This is an optimization exercise on Yosys and OpenROAD, whose aim is small area, a short achievable clock period and few clock cycles, not a production implementation. Where RTL was checked, it was by simulation tests only, not by an equivalence proof against the original. No activity file was given, so power comes from the tool's default toggle rates.

Setup of run C:
==> flow/design.v (excerpt) <==
module krnl_acc (
  input  logic               ap_clk,
  input  logic               ap_rst_n,
  input  logic               ap_start,
  input  logic [31:0]        cfg,
  output logic               ap_idle,
  output logic               ap_done,
  input  logic               ifm_valid,
  output logic               ifm_ready,
  input  logic [63:0]        ifm_data,
  input  logic               wgt_valid,
  output logic               wgt_ready,
  input  logic [63:0]        wgt_data,
  output logic               ofm_valid,
  input  logic               ofm_ready,
  output logic [127:0]       ofm_data
);
==> module acc_ctrl, before the edit <==
module acc_ctrl (
  input  logic        ap_clk,
  input  logic        ap_rst_n,
  input  logic        ap_start,
  input  logic [31:0] cfg,
  input  logic        ifm_valid,
  input  logic        wgt_valid,
  input  logic        ofm_ready,
  output logic        ap_idle,
  output logic        ap_done,
  output logic        take,        
  output logic        clr,         
  output logic        adv_out,     
  output logic        ofm_valid
);
  logic        busy;        
  logic        adv;         
  logic        in_act;      
  logic        done_q;
  logic        p_last;      
  logic        p_jlast;     
  logic        cs_fin;      
  logic        cs_last;     
  logic        out_q;       
  logic        o_last;      
  logic        fresh;       
  logic [15:0] ci_q;        
  logic [15:0] pc;          
  logic [15:0] wc;          
  logic [15:0] pc_cur;      
  logic [15:0] pc_dec;
  logic [15:0] wc_dec;
  logic        last_in;     
  logic start_acc;
  logic word_end;
  logic emit;
  logic cs_fin_nx;
  logic may_block;
  logic out_q_nx;
  assign start_acc = ap_start && !busy;
  assign emit      = out_q && ofm_ready;
  assign adv_out   = cs_fin && (!out_q || ofm_ready);
  assign cs_fin_nx = adv ? p_last : (adv_out ? 1'b0 : cs_fin);
  assign out_q_nx  = adv_out ? 1'b1 : (emit ? 1'b0 : out_q);
  assign may_block = (adv && p_last && (cs_fin || out_q)) || (cs_fin && out_q);
  assign take      = in_act && ifm_valid && wgt_valid && !may_block;
  assign pc_cur    = fresh ? ci_q : pc;
  assign word_end  = (pc_cur == 16'd1);
  assign last_in   = (wc == 16'd1);
  always_comb begin
    logic bp;
    logic bw;
    bp = 1'b1;
    bw = 1'b1;
    for (int i = 0; i < 16; i++) begin
      pc_dec[i] = pc_cur[i] ^ bp;
      wc_dec[i] = wc[i] ^ bw;
      bp = bp & ~pc_cur[i];
      bw = bw & ~wc[i];
    end
  end
  always_ff @(posedge ap_clk) begin
    if (!ap_rst_n) begin
      busy    <= 1'b0;
      in_act  <= 1'b0;
      done_q  <= 1'b0;
      cs_fin  <= 1'b0;
      out_q   <= 1'b0;
      adv     <= 1'b0;
      clr     <= 1'b0;
      fresh   <= 1'b1;
    end else begin
      done_q <= 1'b0;
      if (start_acc) begin
        busy   <= 1'b1;
        in_act <= 1'b1;
        fresh  <= 1'b1;
      end
      if (take) begin
        fresh <= word_end;
        if (word_end && last_in) in_act <= 1'b0;
      end
      cs_fin <= cs_fin_nx;
      out_q  <= out_q_nx;
      adv    <= take;
      clr    <= take && fresh;
      if (emit && o_last) begin
        busy   <= 1'b0;
        done_q <= 1'b1;
      end
    end
  end
  always_ff @(posedge ap_clk) begin
    if (take) begin
      p_last  <= word_end;
      p_jlast <= last_in;
    end
    if (adv) begin
      cs_last <= p_jlast;
    end
    if (adv_out) begin
      o_last <= cs_last;
    end
  end
  always_ff @(posedge ap_clk) begin
    if (start_acc) begin
      ci_q <= cfg[31:16];
    end
    if (take) begin
      pc <= pc_dec;
    end
    if (start_acc) begin
      wc <= cfg[15:0];
    end else if (take && word_end) begin
      wc <= wc_dec;
    end
  end
  assign ap_idle   = !busy;
  assign ap_done   = done_q;
  assign ofm_valid = out_q;
endmodule
==> module krnl_acc, before the edit <==
module krnl_acc (
  input  logic               ap_clk,
  input  logic               ap_rst_n,
  input  logic               ap_start,
  input  logic [31:0]        cfg,
  output logic               ap_idle,
  output logic               ap_done,
  input  logic               ifm_valid,
  output logic               ifm_ready,
  input  logic [63:0]        ifm_data,
  input  logic               wgt_valid,
  output logic               wgt_ready,
  input  logic [63:0]        wgt_data,
  output logic               ofm_valid,
  input  logic               ofm_ready,
  output logic [127:0]       ofm_data
);
  logic take;
  logic clr;
  logic adv_out;
  acc_ctrl i_acc_ctrl (
    .ap_clk    (ap_clk),
    .ap_rst_n  (ap_rst_n),
    .ap_start  (ap_start),
    .cfg       (cfg),
    .ifm_valid (ifm_valid),
    .wgt_valid (wgt_valid),
    .ofm_ready (ofm_ready),
    .ap_idle   (ap_idle),
    .ap_done   (ap_done),
    .take      (take),
    .clr       (clr),
    .adv_out   (adv_out),
    .ofm_valid (ofm_valid)
  );
  mac_engine i_mac_engine (
    .ap_clk   (ap_clk),
    .take     (take),
    .clr      (clr),
    .adv_out  (adv_out),
    .ifm_data (ifm_data),
    .wgt_data (wgt_data),
    .ofm_data (ofm_data)
  );
  assign ifm_ready = take;
  assign wgt_ready = take;
endmodule
Settings: LEC_CHECK=0, ABC_CLOCK_PERIOD_IN_PS=4000, CAP_MARGIN=20, CORE_MARGIN=2, CORE_UTILIZATION=75, SETUP_SLACK_MARGIN=5.0, SLEW_MARGIN=20, SYNTH_HIERARCHICAL=1; clock period 9.0 ns.
standard.sh (not shown) runs the stock make flow with config.mk's settings and CLKGATE_MAP_FILE= SYNTH_SCRIPT=/design/flow/synth_recipe.tcl, a recipe that flattens the netlist after the stock synthesis.
==> flow/flow/run.sh <==
#!/bin/bash
# The standard layout (standard.sh, standard synthesis unchanged), with
# the port buffers inserted as sky130_fd_sc_hd__buf_1, the smallest plain
# buffer, instead of the delay buffer buffer_ports picks by default. Every
# port still gets its buffer. The make output goes to standard.log; each
# tool's own log is under orfs/logs/.
set -euo pipefail
export BUFFER_PORTS_ARGS="-buffer_cell sky130_fd_sc_hd__buf_1"
bash standard.sh > standard.log 2>&1
Testbench counts of run C, summed over its fixed seeds: cycles 11,072.
Modified inputs, run D compared to run C
--- a/flow/design.v
+++ b/flow/design.v
@@ -17,10 +17,11 @@
   input  logic        wgt_valid,
   input  logic        ofm_ready,
   output logic        ap_idle,
   output logic        ap_done,
   output logic        take,        
+  output logic        ready,       
   output logic        clr,         
   output logic        adv_out,     
   output logic        ofm_valid
 );
   logic        busy;        
@@ -44,18 +45,28 @@
   logic start_acc;
   logic word_end;
   logic emit;
   logic cs_fin_nx;
   logic may_block;
+  logic may_block_nx;
+  logic can_take;
+  logic can_take_q;
+  logic in_act_nx;
+  logic p_last_nx;
   logic out_q_nx;
   assign start_acc = ap_start && !busy;
   assign emit      = out_q && ofm_ready;
   assign adv_out   = cs_fin && (!out_q || ofm_ready);
   assign cs_fin_nx = adv ? p_last : (adv_out ? 1'b0 : cs_fin);
   assign out_q_nx  = adv_out ? 1'b1 : (emit ? 1'b0 : out_q);
   assign may_block = (adv && p_last && (cs_fin || out_q)) || (cs_fin && out_q);
-  assign take      = in_act && ifm_valid && wgt_valid && !may_block;
+  assign can_take  = in_act && !may_block;
+  assign ready     = can_take_q && ifm_valid && wgt_valid;
+  assign take      = can_take && ifm_valid && wgt_valid;
+  assign in_act_nx    = start_acc ? 1'b1 : ((take && word_end && last_in) ? 1'b0 : in_act);
+  assign p_last_nx    = take ? word_end : p_last;
+  assign may_block_nx = (take && p_last_nx && (cs_fin_nx || out_q_nx)) || (cs_fin_nx && out_q_nx);
   assign pc_cur    = fresh ? ci_q : pc;
   assign word_end  = (pc_cur == 16'd1);
   assign last_in   = (wc == 16'd1);
   always_comb begin
     logic bp;
@@ -77,20 +88,21 @@
       cs_fin  <= 1'b0;
       out_q   <= 1'b0;
       adv     <= 1'b0;
       clr     <= 1'b0;
       fresh   <= 1'b1;
+      can_take_q <= 1'b0;
     end else begin
+      can_take_q <= in_act_nx && !may_block_nx;
       done_q <= 1'b0;
+      in_act <= in_act_nx;
       if (start_acc) begin
         busy   <= 1'b1;
-        in_act <= 1'b1;
         fresh  <= 1'b1;
       end
       if (take) begin
         fresh <= word_end;
-        if (word_end && last_in) in_act <= 1'b0;
       end
       cs_fin <= cs_fin_nx;
       out_q  <= out_q_nx;
       adv    <= take;
       clr    <= take && fresh;
@@ -99,12 +111,12 @@
         done_q <= 1'b1;
       end
     end
   end
   always_ff @(posedge ap_clk) begin
+    p_last <= p_last_nx;
     if (take) begin
-      p_last  <= word_end;
       p_jlast <= last_in;
     end
     if (adv) begin
       cs_last <= p_jlast;
     end
@@ -1129,10 +1141,11 @@
   output logic               ofm_valid,
   input  logic               ofm_ready,
   output logic [127:0]       ofm_data
 );
   logic take;
+  logic ready;
   logic clr;
   logic adv_out;
   acc_ctrl i_acc_ctrl (
     .ap_clk    (ap_clk),
     .ap_rst_n  (ap_rst_n),
@@ -1142,10 +1155,11 @@
     .wgt_valid (wgt_valid),
     .ofm_ready (ofm_ready),
     .ap_idle   (ap_idle),
     .ap_done   (ap_done),
     .take      (take),
+    .ready     (ready),
     .clr       (clr),
     .adv_out   (adv_out),
     .ofm_valid (ofm_valid)
   );
   mac_engine i_mac_engine (
@@ -1155,9 +1169,9 @@
     .adv_out  (adv_out),
     .ifm_data (ifm_data),
     .wgt_data (wgt_data),
     .ofm_data (ofm_data)
   );
-  assign ifm_ready = take;
-  assign wgt_ready = take;
+  assign ifm_ready = ready;
+  assign wgt_ready = ready;
 endmodule
 `default_nettype wire
Results
Top routing layer in use: met5 -> run C, met4 -> run D. There was hardly any difference in synthesized-area fraction occupied by adder cells between run C and run D. [compare] base=run C new=run D: met3 track utilization from global routing lost 1.5 points; minimum clock period fell by 0.23 ns; number of levels in the clock H-tree about even. Changes observed in run D relative to run C: overall power of the completed layout flat; number of buffers created by CTS -about 1.5%; power attributed to sequential cells ~0 delta; multi-input combinational cell count barely changed.
For run D, only the layout was checked, not whether the RTL still works.

[static timing again, ports no longer ideal]
How much do the figures lean on ideal ports? The routed layouts below were timed once more, with nothing changed but the port constraints.
Step 1 assumes that a clkbuf_16 drives the clock port and a buf_2 every other input.
Step 2 adds t to the input delays and takes it off the output delays; t is the mean of the earliest and latest rising clock arrival at the registers after step 1. Input paths then give back, and output paths get back, about the clock's delay inside the block.
a / b / c = no drivers / after step 1 / after step 2; a / b = the first two.
run	shift t [ns]	setup WS [ns]	worst setup path at the end	worst slew at a driven data input, ns	cell pins on the clock port's net
run C	0.691	4.757 / 4.714 / 4.714	input to output	0.07	1
run D	0.684	4.991 / 4.971 / 4.735	input to register	0.05	1
After both steps every run listed still meets setup and hold. For run D, which loses most, drivers alone change the setup slack by -0.020 ns; drivers and shift together by -0.256 ns.
